Context: an optimization exercise on an open-source flow, tuned for small area. The choices shown serve that exercise and are no tape-out recipe.
Function was checked by simulation only, so behaviour that the tests miss may differ from the original.
Power and IR drop assume default switching activity.

**design/flow/design.v**
```verilog
module ptp_ts_queue_ctrl #(
  parameter int DEPTH_LOG2 = 4,
  parameter int OVF_W      = 8
) (
  input  logic                  clk,
  input  logic                  rst,
  input  logic                  int_valid,
  input  logic                  int_sop,
  input  logic                  int_eop,
  input  logic [63:0]           rtc_time,
  input  logic                  ptp_found,
  input  logic [31:0]           ptp_infor,
  input  logic                  q_rd_en,
  input  logic                  q_flush,
  output logic [95:0]           q_data,
  output logic [DEPTH_LOG2:0]   q_cnt,
  output logic                  q_empty,
  output logic                  q_full,
  output logic [OVF_W-1:0]      q_ovf_cnt,
  output logic [1:0]            fsm_state
);
  localparam int DEPTH = 1 << DEPTH_LOG2;
  logic [1:0]  state;
  logic        sop, push_req;
  logic [63:0] ts_hold;
  logic        push_pend;
  logic [31:0] infor_stg;
  logic [DEPTH-1:0][95:0] slot;
  logic [DEPTH:0]   live;                  
  logic [DEPTH-1:0] s_hold, s_shift, s_load;
  logic [DEPTH_LOG2:0] tail;
  logic [95:0]      wdata;
  logic             pop, wr_en, ovf_hit, clr;
  logic unused_eop;
  assign unused_eop = int_eop;
  assign sop       = int_valid && int_sop;
  assign push_req  = !sop && state == 2'd1 && ptp_found;
  assign fsm_state = state;
  always_ff @(posedge clk) begin
    if (rst) begin
      state     <= 2'd0;
      push_pend <= 1'b0;
    end else begin
      if (sop)           state <= 2'd1;
      else if (push_req) state <= 2'd2;
      push_pend <= push_req;
    end
  end
  always_ff @(posedge clk) begin
    if (sop) ts_hold <= rtc_time;
    infor_stg <= ptp_infor;
  end
  assign q_empty = (q_cnt == '0);
  assign q_full  = q_cnt[DEPTH_LOG2];
  assign pop     = q_rd_en && !q_empty;
  assign wr_en   = push_pend && (!q_full || pop) && !q_flush;
  assign ovf_hit = push_pend && q_full && !pop;
  assign clr     = rst || q_flush;
  assign tail = pop ? q_cnt - 1'b1 : q_cnt;
  always_comb begin
    for (int i = 0; i <= DEPTH; i++) live[i] = (i < DEPTH) && (q_cnt > (DEPTH_LOG2+1)'(i));
    for (int i = 0; i < DEPTH; i++) begin
      s_hold[i]  = !clr && !pop && live[i];
      s_shift[i] = !clr &&  pop && live[i+1];
      s_load[i]  = wr_en && tail == (DEPTH_LOG2+1)'(i);
    end
  end
  assign wdata = {ts_hold, infor_stg};
  logic [DEPTH-1:0][95:0] slot_d;
  for (genvar i = 0; i < DEPTH - 1; i++) begin : g_slot
    for (genvar b = 0; b < 96; b++) begin : g_bit
      ptp_slot_bit u_bit (
        .q     (slot[i][b]),
        .hold  (s_hold[i]),
        .nxt   (slot[i+1][b]),
        .shift (s_shift[i]),
        .wd    (wdata[b]),
        .load  (s_load[i]),
        .d     (slot_d[i][b])
      );
    end
  end
  assign slot_d[DEPTH-1] = ~((slot[DEPTH-1] & {96{s_hold[DEPTH-1]}}) | (wdata & {96{s_load[DEPTH-1]}}));
  logic [DEPTH-1:0] pol, pol_d;
  logic [DEPTH:0]   pol_up;
  assign pol_up = {1'b0, pol};
  always_comb begin
    for (int i = 0; i < DEPTH; i++)
      pol_d[i] = ~((pol[i] & s_hold[i]) | (pol_up[i+1] & s_shift[i]));
  end
  always_ff @(posedge clk) begin
    slot <= slot_d;
    pol  <= pol_d;
  end
  assign q_data = slot[0] ^ {96{pol[0]}};
  always_ff @(posedge clk) begin
    if (clr) begin
      q_cnt     <= '0;
      q_ovf_cnt <= '0;
    end else begin
      if (wr_en && !pop) q_cnt <= q_cnt + 1'b1;
      else if (!wr_en && pop) q_cnt <= q_cnt - 1'b1;
      if (ovf_hit && q_ovf_cnt != '1) q_ovf_cnt <= q_ovf_cnt + 1'b1;
    end
  end
endmodule
module ptp_slot_bit (
  input  logic q,
  input  logic hold,
  input  logic nxt,
  input  logic shift,
  input  logic wd,
  input  logic load,
  output logic d
);
  assign d = ~((q & hold) | (nxt & shift) | (wd & load));
endmodule
```
**design/flow/flow/run.sh**
```bash
#!/bin/bash
# The standard layout (standard.sh, unchanged synthesis) with two knobs
# that ORFS reads from the environment:
# - port buffers use the smallest buffer cell instead of clkdlybuf4s50_1;
# - clock tree synthesis clusters up to 24 sinks per leaf buffer and adds no
#   dummy loads.
# ORFS's own per-step logs stay under orfs/logs; make's output goes to
# standard.log here.
set -euo pipefail
export BUFFER_PORTS_ARGS="-buffer_cell sky130_fd_sc_hd__buf_1"
export CTS_ARGS="-sink_clustering_enable -repair_clock_nets -dont_use_dummy_load -sink_clustering_size 24 -sink_clustering_max_diameter 80"
bash standard.sh > standard.log 2>&1
```
**design/flow/standard.sh**
```bash
#!/bin/bash
# synth_recipe.tcl (not shown) runs the flow's synth.tcl, then flattens the netlist and writes it again
# the make line also repeats each setting of config.mk as NAME=value (left out here)
make -C /OpenROAD-flow-scripts/flow DESIGN_CONFIG=/design/flow/config.mk WORK_HOME=/design/flow/orfs CLKGATE_MAP_FILE= SYNTH_SCRIPT=/design/flow/synth_recipe.tcl "${@:-finish}"
```
**design/flow/config.mk**
```make
export PLATFORM = sky130hd
export DESIGN_NAME = ptp_ts_queue_ctrl
export DESIGN_NICKNAME = ptp_ts_queue_ctrl
export VERILOG_FILES = /design/flow/design.v
export SDC_FILE = /design/flow/constraint.sdc
export NUM_CORES = 4
export LEC_CHECK = 0
export CAP_MARGIN = 20
export CORE_MARGIN = 2
export CORE_UTILIZATION = 40
export PLACE_DENSITY = 0.8
export SLEW_MARGIN = 20
export SYNTH_HIERARCHICAL = 1
```
**design/flow/constraint.sdc**
```tcl
create_clock -name core_clock -period 5.0 [get_ports {clk}]
set_input_delay 1.0000 -clock core_clock [delete_from_list [all_inputs] [get_ports {clk}]]
set_output_delay 1.0000 -clock core_clock [all_outputs]
set_load 0.01 [all_outputs]
```
==> flow_metrics.tcl, run 1 <==
set metrics [dict create \
    cts_tree "built" \
    syn_area_per_cell_um2 14.4 \
    r2r_setup_slack_ns 1.10 \
    n_antenna_cell 0 \
    crit_path_max_incr_delay_ns 0.89 \
    cp.arrival_ns 4.33 \
    synth-edff-count 64 \
    grt_use_total_pct 22.4 \
    post_cts_resized 0 \
    cts_root_buf "clkbuf_16" \
    vdd_drop_max_v 0.000280 \
    hold_buffers 0 \
    clock-sinks 1664 \
    cp_max_fo 34 \
    drcViolationCount 0 \
    final_cells 5665 \
    place_ws_ns 0.739 \
    drt-initial-drc-count 10400 \
    hold_ws_ns 0.383 \
    switching_share_pct 22.3 \
    fp-row-count 132 \
    worst-path-buf-inv 3 \
    drive_gt1_share_pct 6.02 \
    syn2layout_area_growth_pct 12.0 \
    yosysTopAreaCell "dfxtp_1" \
    antenna_found_initial 0 \
    setup.worst_path.start_class "register" \
    crit_chain "buf_4 -> inv_1 -> ha_1 -> nor4bb_1 -> mux2i_1 -> o211ai_1 -> a21oi_4 -> buf_12 -> a222oi_1" \
    coreArea_mm2 0.129 \
    dp_hpwl_um 82600 \
    status "finished clean" \
    drtPass1Iterations 22 \
    synth_top_area_share_pct 61.8 \
    required_ns 5.44 \
    synth-seq-area-share_pct 65.5 \
    numPortBuffers 215 \
    ys_warn_count 7 \
    clock_power_share_pct 31.9 \
    cts.path.max_buffers 3 \
    reg2reg_to "slot[892]" \
    hold_viol 0 \
    ys_types 57 \
    synth-seq-cells 1664 \
    cp_slowest_cell "a21oi_4" \
    syn_inst 3605 \
    final_core_util_pct 45.0 \
    worstHoldStart "slot[1086]" \
    powerDensity_mw_per_mm2 377 \
    worstSetupPathType "reg -> reg" \
    worst_pin_slew_ns 1.17 \
    syn_nets 3717 \
    grt_remaining_overflow 0 \
    grt_setup_unrepaired "false" \
    switching_power_mw 4.88 \
    path_depth 9 \
    cts_buffers 84 \
    drv_slew 0 \
    synthTopCellsByArea "dfxtp_1 (62%), a222oi_1 (28%), edfxtp_1 (3.7%), xor2_1 (1.7%), a32oi_1 (1.6%)" \
    place.gp.congestion 0.814 \
    cts_setup_buffers 0 \
    seqPwrFrac_pct 64.5 \
    synthArstFlopShare_pct 0 \
    finalCritPeriodShare_pct 77.9 \
    antenna_left 0 \
    leakagePower_nw 19.0 \
    slew_headroom_pct 21.8 \
    max_cap_viol_count 0 \
    htree_levels 3 \
    vias 42100 \
    crit_start "q_cnt[0]" \
    wl_um 157000 \
    dieWidth_um 364 \
    dp_cells 5580 \
    r2r_cells 9 \
    r2r-start "q_cnt[0]" \
    clkTransAtPathRegs_ns 0.09 \
    setup_slack_ns 1.10 \
    wl_per_cell_um 27.7 \
    io_pins 217 \
    clk-insertion-delay-late_ns 0.70 \
    die_area_mm2 0.133 \
    min_period_ns 3.90 \
    final_cell_area_mm2 0.0581 \
    pwr-share-comb_pct 3.6 \
    netlist_area_mm2 0.0518 \
    crit_family "compound AO/OA/AOI/OAI gates" \
    fin_skew_ns 0.0861 \
    fin_nets 4037 \
    ys_top_cells_by_count "dfxtp_1 (1600), a222oi_1 (1440), xor2_1 (99), a32oi_1 (97), edfxtp_1 (64)" \
    crit_path_end_kind "register" \
    synth-main-ff-cell "dfxtp_1" \
    vias_per_cell 7.43 \
    grt_pass1_wl_um 238000 \
    grt_max_degree 98 \
    grt_pass1_vias 40900 \
    die_y_um 364 \
    max_freq_ghz 0.257 \
    p_int_mw 17.0 \
    placedInstanceArea_mm2 0.0559 \
    setup_viol 0 \
    yosys.cell_count.top_type "dfxtp_1" \
    hold_path.class "reg -> reg" \
    crit_path_end "slot[892]" \
    start_util_pct 40.2 \
]
-- flip-flops by register name, indices dropped and copies added (netlist names) --
register	count
push_pend	1
q_cnt	5
q_ovf_cnt	8
ts_hold	64
state	2
pol	16
infor_stg	32
slot	1536
-- cells by family after synthesis --
family | share of synthesized area (%)
XOR/XNOR | 1.71
AND/OR/NAND/NOR | 1.39
adder cells (fa/ha/maj) | 0.193
buffers and inverters | 0.734
flip-flops | 65.5
AO/OA/AOI/OAI | 30.4
multiplexers | 0.0579
-- power by group through the flow --
stage	Combinational, mW	Sequential, mW	Clock, mW
6_report	0.792	14.1	6.99
5_1_grt	0.854	14.2	7.56
4_1_cts	0.789	14.1	7.07
3_5_place_dp	0.784	14.4	0
3_3_place_gp	0.763	14.4	0
2_1_floorplan	0.528	14.3	0
-- modules after synthesis, one instance, submodules excluded --
module | times used | cell area (µm²) | flip-flops and latches
ptp_ts_queue_ctrl | 1 | 37400 | 1664
ptp_slot_bit | 1440 | 10.0 | 0
-- per-layer routing --
metal  vias to the layer above  track usage (%)  wire length, µm
met1                     21000             28.1            59000
met5                         -                0                0
li1                      17800                -                -
met2                      2911             37.4            73700
met4                         0             9.17             5430
met3                       371             4.64            18800
-- worst register-to-register path, cell delays in order (launching register included) --
cell and delay (ns):
dfxtp_1 0.30, buf_4 0.20, inv_1 0.24, ha_1 0.37
nor4bb_1 0.31, mux2i_1 0.44, o211ai_1 0.47, a21oi_4 0.89
buf_12 0.32, a222oi_1 0.14
-- how the worst min path moves through the flow --
stage                        end  slack [ns]  cells past startpoint
finish                 slot[990]        0.38                      1
global route        infor_stg[7]        0.38                      1
CTS                    slot[296]        0.38                      1
detailed placement       pol[15]        0.37                      1
global placement         pol[15]        0.37                      1
floorplan                pol[15]        0.36                      1
-- metrics by stage --
step                      power [mW]  setup TNS [ns]
after floorplan                 14.8         -225.79
after global placement          15.1               0
after detailed placement        15.2               0
after CTS                       22.0               0
after global routing            22.6               0
final                           21.9               0
-- layout by cell type (no fill, tap or decap), types with 12 or more instances in the layout --
master        n
o21ai_0      16
nand2_1      12
buf_12       28
buf_1       215
clkbuf_16    84
a21oi_1      17
a222oi_1   1440
a32oi_1      97
xor2_1       99
edfxtp_1     64
nor2_4       31
nor2_1       23
buf_4        55
dfxtp_1    1599
-- area by class of cell --
class | count | area [µm²]
fill | 11500 | 70900
sequential | 1664 | 34000
multi-input combinational | 1862 | 17900
tap | 1742 | 2180
clock buffer | 84 | 2100
timing repair buffer | 303 | 1850
inverter | 10 | 38.8
==> run 2: changes to the inputs <==
--- a/design/flow/config.mk
+++ b/design/flow/config.mk
@@ -7,7 +7,7 @@
 export LEC_CHECK = 0
 export CAP_MARGIN = 20
 export CORE_MARGIN = 2
-export CORE_UTILIZATION = 40
-export PLACE_DENSITY = 0.8
+export CORE_UTILIZATION = 60
+export PLACE_DENSITY = 0.85
 export SLEW_MARGIN = 20
 export SYNTH_HIERARCHICAL = 1
==> flow_metrics.tcl, run 2 <==
set metrics [dict create \
    reg.largest.list "slot (1536), ts_hold (64), infor_stg (32)" \
    drt-initial-drc-count 11000 \
    required_ns 5.48 \
    fin_setup_tns_ns 0 \
    cp.arrival_ns 4.25 \
    wl_um 150000 \
    ys_types 57 \
    grt_use_total_pct 32.2 \
    r2r_setup_slack_ns 1.23 \
    leakagePower_nw 19.0 \
    slew_headroom_pct 24.1 \
    finalCritPeriodShare_pct 75.4 \
    drtPass1Iterations 20 \
    switching_share_pct 22.1 \
    post_cts_resized 0 \
    crit_path_end_kind "register" \
    io_pins 217 \
    min_period_ns 3.77 \
    drv_slew 0 \
    syn_area_per_cell_um2 14.4 \
    netlist_area_mm2 0.0518 \
    p_int_mw 16.9 \
    max_freq_ghz 0.265 \
    r2r-start "q_cnt[1]" \
    n_antenna_cell 0 \
    hold_path.class "reg -> reg" \
    layout_common_cells "dfxtp_1 (1599), a222oi_1 (1440), buf_1 (215)" \
    start_util_pct 60.7 \
    yosysTopAreaCell "dfxtp_1" \
    hold_viol 0 \
    vdd_drop_max_v 0.000307 \
    synth-seq-area-share_pct 65.5 \
    switching_power_mw 4.80 \
    largest-register "slot" \
    pwr-share-comb_pct 3.6 \
    grt_remaining_overflow 0 \
    cts_buffers 81 \
    reg2reg_to "slot[1071]" \
    cts_tree "built" \
    die_area_mm2 0.0888 \
    clk-insertion-delay-late_ns 0.68 \
    cp_slowest_cell "nor2_4" \
    synthArstFlopShare_pct 0 \
    wl_per_cell_um 29.7 \
    setup_viol 0 \
    synth-main-ff-cell "dfxtp_1" \
    grt_max_degree 98 \
    grt_pass1_vias 41500 \
    synthTopCellsByArea "dfxtp_1 (62%), a222oi_1 (28%), edfxtp_1 (3.7%), xor2_1 (1.7%), a32oi_1 (1.6%)" \
    place.gp.congestion 0.797 \
    synth-edff-count 64 \
    r2r_cells 10 \
    dp_hpwl_um 75800 \
    drive_gt1_share_pct 5.82 \
    dieWidth_um 298 \
    fp-row-count 107 \
    power_mw 21.7 \
    yosys.cell_count.top_type "dfxtp_1" \
    mostFrequentLayoutCell "dfxtp_1" \
    worst_pin_slew_ns 1.14 \
    die_y_um 298 \
    ys_top_cells_by_count "dfxtp_1 (1600), a222oi_1 (1440), xor2_1 (99), a32oi_1 (97), edfxtp_1 (64)" \
    ys_warn_count 7 \
    seqPwrFrac_pct 65.0 \
    drcViolationCount 0 \
    grt_pass1_wl_um 233000 \
    clock-sinks 1664 \
    crit_chain "buf_4 -> inv_1 -> ha_1 -> or4b_4 -> clkinv_2 -> o21ai_4 -> buf_4 -> nor2_4 -> buf_12 -> a222oi_1" \
    vias 42200 \
    max_cap_viol_count 0 \
    worstSetupPathType "reg -> reg" \
    htree_levels 3 \
    synth_top_area_share_pct 61.8 \
    coreArea_mm2 0.0854 \
    clock_power_share_pct 31.4 \
    cp_max_fo 70 \
    cts_setup_buffers 0 \
    largest_register_ffs 1536 \
    crit_start "q_cnt[1]" \
    path_common_cell "buf_4" \
    syn2layout_area_growth_pct 10.6 \
    cts_root_buf "clkbuf_16" \
    crit_path_end "slot[1071]" \
    powerDensity_mw_per_mm2 379 \
    numPortBuffers 215 \
    crit_path_max_incr_delay_ns 0.77 \
    fin_nets 4030 \
    antenna_found_initial 0 \
    status "finished clean" \
    cts.path.max_buffers 3 \
    syn_nets 3717 \
    hold_buffers 0 \
    grt_setup_unrepaired "false" \
    setup.worst_path.start_class "register" \
    syn_inst 3605 \
    antenna_left 0 \
    vias_per_cell 8.35 \
    synth-seq-cells 1664 \
    clkTransAtPathRegs_ns 0.09 \
    fin_skew_ns 0.0700 \
]
run 2: worst max-delay path, delay by kind of cell, from the launching register on:
family	cells	cell delay, ns
simple gates	2	1.33
flops	1	0.30
compound gates	2	0.42
buf+inv	5	1.20
fa+ha+maj	1	0.19
run 2: kinds of logic after synthesis:
| kind of cell | synth area share (%) |
|---|---|
| flip-flops | 65.5 |
| AO/OA/AOI/OAI | 30.4 |
| AND/OR/NAND/NOR | 1.39 |
| XOR/XNOR | 1.71 |
| buffers and inverters | 0.734 |
| adder cells (fa/ha/maj) | 0.193 |
| multiplexers | 0.0579 |
run 2: layout make-up:
type	count	area [µm²]
repair buffers	299	1950
flip-flops and latches	1664	34000
fillers	6071	28100
inverters	10	38.8
well taps	1144	1430
clock buffers	81	2030
multi-input cells	1862	17900
run 2: modules after synthesis (local to each module, per instance):
| module | area, µm² | flip-flops and latches | cells |
|---|---|---|---|
| ptp_slot_bit | 10.0 | 0 | 1 |
| ptp_ts_queue_ctrl | 37400 | 1664 | 2165 |
run 2: worst min path at each step:
stage	from	end	slack, ns	depth (start not counted)
6_report	slot[866]	slot[770]	0.37	1
5_1_grt	slot[866]	slot[770]	0.39	1
2_1_floorplan	pol[15]	pol[15]	0.36	1
4_1_cts	slot[866]	slot[770]	0.39	1
3_3_place_gp	pol[15]	pol[15]	0.37	1
3_5_place_dp	pol[15]	pol[15]	0.38	1
run 2: metrics by stage:
| stage | instance area (µm²) | utilization, % | cells | hold WS [ns] | worst slack (ns) |
|---|---|---|---|---|---|
| 2_1_floorplan | 51900 | - | 3605 | 0.358 | -0.228 |
| 6_report | 57300 | 67.1 | 5060 | 0.368 | 1.23 |
| 3_5_place_dp | 55200 | 64.7 | 4976 | 0.379 | 1.16 |
| 3_3_place_gp | 55200 | 64.6 | 4975 | 0.368 | 1.26 |
| 4_1_cts | 57200 | 67.0 | 5057 | 0.387 | 1.14 |
| 5_1_grt | 57300 | 67.1 | 5060 | 0.391 | 1.09 |
run 2: power by group through the flow:
stage | clock network, mW | registers [mW] | logic, mW
6_report | 6.82 | 14.1 | 0.777
3_3_place_gp | 0 | 14.4 | 0.729
4_1_cts | 6.88 | 14.1 | 0.764
2_1_floorplan | 0 | 14.3 | 0.528
3_5_place_dp | 0 | 14.4 | 0.759
5_1_grt | 7.32 | 14.2 | 0.831
run 2: per-layer routing:
layer | vias to the layer above | wire (µm) | track usage, %
li1 | 17900 | - | -
met2 | 3098 | 69200 | 52.1
met3 | 542 | 19400 | 6.85
met5 | - | 0 | 0
met1 | 20700 | 55400 | 41.7
met4 | 0 | 6500 | 14.5
==> run 3: changes to the inputs <==
==> design/flow/flow/run.sh (replaced) <==
#!/bin/bash
# The standard layout (standard.sh, unchanged synthesis) with two knobs
# that ORFS reads from the environment:
# - port buffers use the smallest buffer cell instead of clkdlybuf4s50_1;
# - clock tree synthesis clusters up to 24 sinks (150 um across) per leaf buffer and adds no
#   dummy loads.
# ORFS's own per-step logs stay under orfs/logs; make's output goes to
# standard.log here.
set -euo pipefail
export BUFFER_PORTS_ARGS="-buffer_cell sky130_fd_sc_hd__buf_1"
export CTS_ARGS="-sink_clustering_enable -repair_clock_nets -dont_use_dummy_load -sink_clustering_size 24 -sink_clustering_max_diameter 150"
bash standard.sh > standard.log 2>&1
--- a/design/flow/config.mk
+++ b/design/flow/config.mk
@@ -7,7 +7,6 @@
 export LEC_CHECK = 0
 export CAP_MARGIN = 20
 export CORE_MARGIN = 2
-export CORE_UTILIZATION = 60
-export PLACE_DENSITY = 0.85
+export CORE_UTILIZATION = 65
 export SLEW_MARGIN = 20
 export SYNTH_HIERARCHICAL = 1
==> flow_metrics.tcl, run 3 <==
set metrics [dict create \
    status "finished clean" \
    clock_power_share_pct 31.2 \
    seqPwrFrac_pct 65.1 \
    grt_setup_unrepaired "false" \
    ys_top_cells_by_count "dfxtp_1 (1600), a222oi_1 (1440), xor2_1 (99), a32oi_1 (97), edfxtp_1 (64)" \
    ys_warn_count 7 \
    required_ns 5.46 \
    reg.largest.list "slot (1536), ts_hold (64), infor_stg (32)" \
    r2r-start "q_cnt[4]" \
    switching_power_mw 4.81 \
    clk-insertion-delay-late_ns 0.65 \
    synth-seq-area-share_pct 65.5 \
    r2r_setup_slack_ns 1.02 \
    wl_per_cell_um 33.3 \
    antenna_found_initial 2 \
    worst_pin_slew_ns 1.15 \
    setup_viol 0 \
    p_int_mw 16.9 \
    cts_buffers 79 \
    cts_root_buf "clkbuf_16" \
    holdPathEnd "pol[15]" \
    min_period_ns 4.00 \
    dieWidth_um 286 \
    layout_common_cells "dfxtp_1 (1599), a222oi_1 (1440), buf_1 (215)" \
    grt_pass1_vias 43300 \
    n_antenna_cell 0 \
    largest-register "slot" \
    grt_remaining_overflow 0 \
    syn_inst 3605 \
    syn_area_per_cell_um2 14.4 \
    crit_chain "buf_1 -> nor4bb_1 -> mux2i_1 -> o211a_4 -> nor2b_4 -> buf_12 -> a222oi_1" \
    synth-edff-count 64 \
    fin_nets 4033 \
    cts_tree "built" \
    grt_util_met1_pct 49.4 \
    synth-seq-cells 1664 \
    place_ws_ns 0.462 \
    groute.layer.met2.usage_pct 63.6 \
    finalCritPeriodShare_pct 80.0 \
    yosys.cell_count.top_type "dfxtp_1" \
    vdd_drop_max_v 0.000308 \
    crit_path_end_kind "register" \
    slew_headroom_pct 23.6 \
    switching_share_pct 22.2 \
    max_cap_viol_count 0 \
    vias 43000 \
    drv_slew 0 \
    antenna_left 0 \
    die_area_mm2 0.0820 \
    cts_setup_buffers 0 \
    yosysTopAreaCell "dfxtp_1" \
    drcViolationCount 0 \
    reg2reg_to "slot[696]" \
    start_util_pct 65.6 \
    worstSetupPathType "in -> reg" \
    cp.arrival_ns 4.46 \
    nFillCells 5364 \
    grt_use_total_pct 38.7 \
    synth-main-ff-cell "dfxtp_1" \
    drt-initial-drc-count 10600 \
    power_mw 21.7 \
    die_y_um 286 \
    ys_types 57 \
    pwr-share-comb_pct 3.7 \
    r2r_cells 7 \
    cp_max_fo 73 \
    crit_start "q_rd_en" \
    holdPathStages 1 \
    synthTopCellsByArea "dfxtp_1 (62%), a222oi_1 (28%), edfxtp_1 (3.7%), xor2_1 (1.7%), a32oi_1 (1.6%)" \
    place.gp.congestion 0.815 \
    vias_per_cell 8.66 \
    largest_register_ffs 1536 \
    crit_path_max_incr_delay_ns 0.80 \
    mostFrequentLayoutCell "dfxtp_1" \
    numPortBuffers 215 \
    drtPass1Iterations 14 \
    hold_buffers 0 \
    cp_slowest_cell "nor2b_4" \
    grtUsageMet3_pct 7.37 \
    cts.path.max_buffers 3 \
    leakagePower_nw 19.0 \
    clkTransAtPathRegs_ns 0.09 \
    syn2layout_area_growth_pct 10.4 \
    synth_top_area_share_pct 61.8 \
    hold_path.class "reg -> reg" \
    grt_pass1_wl_um 251000 \
    hold_ws_ns 0.384 \
    grt_max_degree 99 \
    worstHoldStart "pol[15]" \
    clock-sinks 1664 \
    fin_skew_ns 0.0722 \
    post_cts_resized 0 \
    busiest_layer "met2" \
    htree_levels 3 \
    netlist_area_mm2 0.0518 \
    setup_slack_ns 1.00 \
    drive_gt1_share_pct 5.87 \
    coreArea_mm2 0.0790 \
    synthArstFlopShare_pct 0 \
    dp_hpwl_um 78700 \
    hold_viol 0 \
    final_core_util_pct 72.4 \
    wl_um 166000 \
    fp-row-count 103 \
    syn_nets 3717 \
    powerDensity_mw_per_mm2 379 \
    max_freq_ghz 0.250 \
    io_pins 217 \
    setup.worst_path.start_class "input port" \
]
==> run 3: metrics by stage <==
step	TNS, ns	instance area, µm²	instances
after detailed placement	0	55200	4890
after global routing	0	57200	4969
final	0	57200	4969
after global placement	0	55200	4890
after CTS	0	57200	4969
after floorplan	-225.79	51900	3605
==> run 3: layout make-up <==
type | instances | area [µm²] | share of cell area [%]
multi-input cells | 1862 | 17900 | 31.3
inverters | 10 | 38.8 | 0.0678
clock buffers | 79 | 1980 | 3.46
repair buffers | 304 | 2010 | 3.52
flip-flops and latches | 1664 | 34000 | 59.3
well taps | 1050 | 1310 | 2.30
==> run 3: how the worst max path moves through the flow <==
stage / end / cells past startpoint
2_1_floorplan: slot[1344] / 9
3_3_place_gp: slot[673] / 7
3_5_place_dp: slot[740] / 7
4_1_cts: slot[696] / 8
5_1_grt: slot[689] / 8
6_report: slot[696] / 7
==> run 3: cell families after synthesis <==
logic type | after synthesis | share of synthesized area, %
AO/OA/AOI/OAI | 1612 | 30.4
buffers and inverters | 79 | 0.734
multiplexers | 3 | 0.0579
XOR/XNOR | 101 | 1.71
AND/OR/NAND/NOR | 138 | 1.39
flip-flops | 1664 | 65.5
adder cells (fa/ha/maj) | 8 | 0.193
==> run 3: metal layers <==
layer	wire, µm	part of all wire, %
met5	41	0.025
met4	6480	3.9
met3	21300	13
met2	78000	47
met1	59700	36
==> run 3: worst max-delay path, delay by kind of cell <==
kind                   cells  cell delay, ns
AOI/OAI and AO/OA          2            0.72
buffers and inverters      2            0.94
muxes                      1            0.40
and+or+nand+nor            2            1.22
==> run 3: modules after synthesis, one instance, submodules excluded <==
module | times used | area [µm²] | flip-flops and latches | cells
ptp_slot_bit | 1440 | 10.0 | 0 | 1
ptp_ts_queue_ctrl | 1 | 37400 | 1664 | 2165
==> run 3: power by group through the flow <==
stage | logic (mW) | registers (mW) | clock network, mW
after CTS | 0.783 | 14.1 | 6.81
final | 0.798 | 14.1 | 6.76
after global routing | 0.845 | 14.2 | 7.25
after detailed placement | 0.780 | 14.4 | 0
after global placement | 0.752 | 14.4 | 0
after floorplan | 0.528 | 14.3 | 0

==> separate check: timing with driven ports <==
The results above use ideal ports. As a check the final layouts listed here were re-extracted and re-timed, cells and wires unchanged.
Step 1 sets driving cells, clkbuf_16 on the clock port and buf_2 on the other inputs (assumed; they add their load-dependent delay and slew).
Step 2 times the ports against the registers' clock, not the clock port: input delays grow and output delays shrink by t, the midpoint of the rising clock arrivals with the driver on.
a / b / c = ideal ports / drivers / drivers and shift; a / b = the first two.
run | t, ns | setup WS [ns] | cell pins on the clock port's net
run 1 | 0.735 | 1.104 / 1.104 / 0.540 | 1
run 2 | 0.706 | 1.230 / 1.230 / 1.123 | 1
run 3 | 0.693 | 1.001 / 1.023 / 0.349 | 1
After both steps every run listed still meets setup and hold. The setup slack of run 3, which loses most, moves by +0.022 ns with the drivers and by -0.652 ns with both steps.
